Source: an optimization exercise on an open RTL-to-GDS flow (aim: small area, a short achievable clock period and few clock cycles per item). Production flows keep margins and buffers that such runs may drop.
Function was checked by simulation only, so behaviour that the tests miss may differ from the original.

==> flow/design.v, too long to show whole: its modules and the start of the top module <==
// module gbk_seq: 220 lines
// module gbk_sq: 471 lines
// module gbk_mac: 582 lines
// module gbk_benc: 17 lines
// module gbk_fa: 10 lines
// module gbk_ha: 9 lines
// module gbk_exp_rom: 269 lines
// module gaussian_rbf_kernel_core: 111 lines
module gaussian_rbf_kernel_core (
    input  wire logic                          clk,
    input  wire logic                          rst_n,
    input  wire logic                          pair_valid,
    output logic                               pair_ready,
    input  wire logic [gbk_pkg::COORD_W-1:0]   pair_coord_a,
    input  wire logic [gbk_pkg::COORD_W-1:0]   pair_coord_b,
    input  wire logic                          pair_last,
    output logic                               result_valid,
    input  wire logic                          result_ready,
    output logic      [gbk_pkg::KERNEL_W-1:0]  result_kernel_value,
    output logic      [gbk_pkg::DIST_W-1:0]    result_sq_distance,
    input  wire logic                          cfg_valid,
    output logic                               cfg_ready,
    input  wire logic [gbk_pkg::INV_W-1:0]     cfg_inv_bandwidth
);
  // ...
==> flow/flow/run.sh <==
#!/bin/bash
set -euo pipefail
bash standard.sh SETUP_SLACK_MARGIN=6 finish > standard_flow.log 2>&1
==> flow/standard.sh <==
#!/bin/bash
# synth_recipe.tcl (not shown) runs the flow's synth.tcl, then flattens the netlist and writes it again
# the make line also repeats each setting of config.mk as NAME=value (left out here)
make -C /OpenROAD-flow-scripts/flow DESIGN_CONFIG=/design/flow/config.mk WORK_HOME=/design/flow/orfs CLKGATE_MAP_FILE= SYNTH_SCRIPT=/design/flow/synth_recipe.tcl "${@:-finish}"
==> flow/config.mk <==
export PLATFORM = sky130hd
export DESIGN_NAME = gaussian_rbf_kernel_core
export DESIGN_NICKNAME = gaussian_rbf_kernel_core
export VERILOG_FILES = /design/flow/design.v
export SDC_FILE = /design/flow/constraint.sdc
export NUM_CORES = 4
export LEC_CHECK = 0
export CAP_MARGIN = 20
export CORE_MARGIN = 2
export CORE_UTILIZATION = 40
export SLEW_MARGIN = 20
export SYNTH_HIERARCHICAL = 1
export SYNTH_MEMORY_MAX_BITS = 16384
==> flow/constraint.sdc <==
create_clock -name core_clock -period 11.0 [get_ports {clk}]
set_input_delay 2.2000 -clock core_clock [delete_from_list [all_inputs] [get_ports {clk}]]
set_output_delay 2.2000 -clock core_clock [all_outputs]
set_load 0.01 [all_outputs]
==> results.txt, run 1 <==
- Reg-to-Reg End: u_seq.p_reg[38]$_DFF_P_
- Final Skew: 0.0284 ns
- Leading cell kind: multi-input combinational cells
- NumNets Final: ~5,600
- Signal inverters: approximately 110
- Antenna violations before repair: 21
- Post-Synth Adder-Cell Area: 0.200
- Maximum number of pins on one net before global-route repair: 110
- Req. time, crit path: 11.55 ns
- Clock-cell share: 0.0300
- Status: finished clean
- Clock Tree Root: clkbuf_16
- Total GRT Usage: 0.380
- Resize count post-CTS: roughly 210
- Bufs and invs on worst path: 3
- Metal2 WL: about 90 mm
- Total grt overflow: 0
- DIE WIDTH: about 330 um
- Sequential cells: 354
- Reg area: approximately 9800 sq um
- GR Util met2: 0.547
- Mapped Cells: ~5,000
- Final core utilization: 0.469
- Reg2Reg Setup Slack: 5.81 ns
- Total wire length: around 220 mm
Testbench counts, summed over its fixed seeds: cycles 7,772, items 512.
==> run 2: changes to the inputs <==
==> flow/flow/run.sh (replaced) <==
#!/bin/bash
set -euo pipefail
bash standard.sh SETUP_SLACK_MARGIN=5.7 finish > standard_flow.log 2>&1
==> run 2 against run 1 <==
- fmax shrank 8.6%
- worst hold slack gained 0.0024 ns
- non-clock buffer count shrank 90
- flip-flop and latch count is the same
- clock-buffer cell count shrank 3
- synthesized cell count is the same
- core utilization shrank 1.7 points
- register-to-register slack lost 0.49 ns
- synthesized area is the same
- die area is the same
- cell count shrank 1.4%
==> results.txt, run 2 <==
- Mux cell area share after synthesis: 0.0133 (unchanged)
- Most frequent cell after synthesis: nand2_1 (unchanged)
- # clock sinks: 354 (unchanged)
- Clk latency of the worst-skew pair: 0.62 ns (was 0.63 ns)
- Slew at the pin closest to its max-slew limit: 1.31 ns (was 1.35 ns)
- Synthesis Warnings: 14 (unchanged)
- Most frequently used flop master after synthesis: edfxtp_1 (unchanged)
- Max Cap Violations: 0 (unchanged)
- Dpl hpwl: 150 mm (was 158 mm)
- Die ar.: 110,000 sq um (unchanged)
- # IOs: 124 (unchanged)
- Fin crit period: 5.68 ns (was 5.19 ns)
- Final setup viols: 0 (unchanged)
- Post-synthesis sequential area ratio: 0.226 (unchanged)
- Simple-Gate Fraction of Synth Area: 0.192 (unchanged)
- Crit end category: flip-flop (unchanged)
- Period utilization: 0.516 (was 0.472)
- Hold slack: 0.450 ns (was 0.448 ns)
- Startpoint Class: flip-flop (unchanged)
- Vias in the first global route: 41,180 (was 41,887)
- Post-Synth Adder-Cell Area: 0.200 (unchanged)
- Avg Cell Area, Syn: 8.70 sq um (unchanged)
- Reg-to-Reg Start: u_seq.ra[1]$_DFF_P_ (was u_seq.a_reg[9]$_DFFE_PP_)
- Rel. slew slack: 0.127 (was 0.0893)
- Total wire length: 209 mm (was 218 mm)
- Post-route ant nets: 0 (unchanged)
- Vias per cell: 6.74 (was 6.72)
- # DRC: 0 (unchanged)
- DRT iter0 DRCs: 5,941 (was 6,246)
- Core region area: 107,000 sq um (unchanged)
- Fmax: 176 MHz (was 193 MHz)
- DR WL/cell: 32.7 um (was 33.7 um)
- Maximum number of pins on one net before global-route repair: 120 (was 110)
- Fin. Hold Viols: 0 (unchanged)
- Final TNS setup: 0 ns (unchanged)
- Commonest non-fill, non-tap cells in the layout: nand2_1, a21oi_1, nor2_1 (unchanged)
- CTS tree: yes (unchanged)
- NumNets Final: 5,504 (was 5,596)
- # rows: 120 (unchanged)
- Post-synthesis xor/xnor area fraction: 0.0650 (unchanged)
- Top-area cell type share of the netlist area: 0.173 (unchanged)
- Antenna violations before repair: 16 (was 21)
- Worst Path Arrival: 6.15 ns (was 5.73 ns)
- DR vias: 42,987 (was 43,502)
- Placer Congestion: 1.11 (was 1.08)
- Number of distinct library cells after synthesis: 136 (unchanged)
- Die Span Y: 332 um (unchanged)
- Req. time, crit path: 11.47 ns (was 11.55 ns)
- Min-delay src: buf_d[37]$_SDFFCE_PP1P_ (was buf_d[40]$_SDFFCE_PP1P_)
- Status: finished clean (unchanged)
- Total GRT Usage: 0.363 (was 0.380)
- Post-Syn Area: 43,100 sq um (unchanged)
- TritonCTS buffer count: 43 (was 45)
- Ys async rst share: 0.0989 (unchanged)
- CTS Hold Bufs: 0 (unchanged)
- Count of input and output buffers: 122 (unchanged)
- First-pass GRT wire length: 296 mm (was 308 mm)
- Starting Density: 0.403 (unchanged)
- Post-synth EDFFs: 248 (unchanged)
- Post-synthesis register bit count: 354 (unchanged)
- Most common cell after layout, fill and taps aside: nand2_1 (unchanged)
- Slew Viols, Final: 0 (unchanged)
- P&R area growth vs syn: 12.2% (was 16.4%)
- H-Tree Depth: 2 (unchanged)
- Clock transition at the registers of the reported paths: 0.06 ns (about the same)
- Top Registers: acc x42, buf_d x42, u_seq.rd x42 (unchanged)
- Layout cells sized above 1: 0.122 (was 0.164)
- Largest family of logic cells by synthesized area: compound AO/OA/AOI/OAI gates (unchanged)
- Synth Area in Compound Gates: 0.248 (unchanged)
- Final Skew: 0.0391 ns (was 0.0284 ns)
- Total grt overflow: 0 (unchanged)
- Clock buffer depth: 3 (unchanged)
- Clock Tree Root: clkbuf_16 (unchanged)
- Top cells by area, synth: edfxtp_1, fa_1, ha_1 (unchanged)
- Critical Path Start: u_seq.ra[1]$_DFF_P_ (was u_seq.a_reg[9]$_DFFE_PP_)
- DIE WIDTH: 332 um (unchanged)
- Top post-synthesis cells by count: nand2_1, a21oi_1, nor2_1 (unchanged)
- CP max FO: 22 (was 12)
- Mapped Cells: 4,955 (unchanged)
- Cell taking the most area after synthesis: edfxtp_1 (unchanged)
- Hold crit path type: flip-flop to flip-flop (unchanged)
- Kind of critical path: flip-flop to flip-flop (unchanged)
- 1st-pass router iterations: 9 (was 8)
- Unrepaired setup endpoints after global routing: true (unchanged)
run 2: critical path: stages (launching register included):
cell and delay (ns):
dfxtp_1 0.30, buf_4 0.26, inv_1 0.67, ha_1 0.97, and2_1 0.24, buf_4 0.35
o21ai_0 0.39, o2111ai_1 0.28, a41oi_1 0.33, a221oi_1 1.16, a21oi_1 0.35, o21ai_0 0.16
run 2: per-module statistics from Yosys (local to each module, per instance):
module,flops+latches,copies in the design
gaussian_rbf_kernel_core,132,1
gbk_benc,0,1
gbk_exp_rom,0,1
gbk_fa,0,288
gbk_ha,0,49
gbk_mac,0,1
gbk_seq,222,1
gbk_sq,0,1
run 2: logic make-up after synthesis:
logic type	after synthesis
other	2
adders and majority gates	512
and+or+nand+nor	1636
AOI/OAI and AO/OA	1542
DFF	354
xor gates and xnor gates	320
buffers and inverters	541
muxes	48
run 2: what timing repair did:
item | 4_1_cts | 5_1_grt
gates resized for setup | 32 | 98
endpoints found under the setup margin | 50 | 46
setup buffers | 94 | 33
pin swaps | 1 | 53
run 2: metrics by stage:
stage / setup slack [ns] / area [sq um] / util / cells
6_report: 5.32 / 48400 / 0.452 / 6378
5_1_grt: 5.47 / 48300 / 0.452 / 6368
4_1_cts: 5.65 / 47600 / 0.445 / 6335
3_5_place_dp: 5.10 / 45000 / 0.421 / 6161
3_3_place_gp: 5.20 / 45000 / 0.421 / 6161
2_1_floorplan: 5.83 / 43100 / - / 4960
run 2: path summary, 6_finish.rpt:
kind	endpoint	slack (ns)	depth (start not counted)
min	u_seq.rd[37]$_DFFE_PP_	0.45	0
max	u_seq.a_reg[20]$_DFFE_PP_	5.32	11
min in group asynchronous	sat$_DFFE_PN0P_	1.58	1
max reg2reg	u_seq.a_reg[20]$_DFFE_PP_	5.32	11
min reg2reg	u_seq.rd[37]$_DFFE_PP_	0.45	0
max in group asynchronous	inv_reg[17]$_DFFE_PN0P_	8.93	1
run 2: layer usage:
layer  track usage  vias up  wire length, um
met3         0.131      672            26000
met5             0        -              130
met4         0.166       20            11800
met1         0.483    21280            84700
met2         0.524     2821            86200
li1              -    18194                -
run 2: layout make-up:
class	count	area, sq um
clock inverter	26	293
antenna	10	25.0
inverter	112	420
fill	10496	58500
multi-input combinational	4065	31500
clock buffer	54	1160
tap	1403	1760
timing repair buffer	354	3400
sequential	354	9810

port drivers added, routing unchanged:
The results above use ideal ports. As a check the final layouts listed here were re-extracted and re-timed, cells and wires unchanged. Step 1, drivers: a clkbuf_16 drives clk and a buf_2 each remaining input, both assumed. Step 2, shift: input delay + t, output delay - t, t = (earliest + latest rising clock arrival at the registers) / 2. This alone moves slack from input paths to output paths. Three values: ideal ports, drivers, drivers and shift; two values: the first two.
run	t, ns	slack for setup (ns)	hold slack, ns	latest minus earliest clock arrival (ns)	worst data-port slew with drivers (ns)
run 1	0.690	5.813 / 5.813 / 5.813	0.448 / 0.448 / 0.448	0.032 / 0.032	0.09
run 2	0.674	5.322 / 5.322 / 5.322	0.450 / 0.450 / 0.450	0.040 / 0.039	0.11
After both steps every run listed still meets setup and hold.
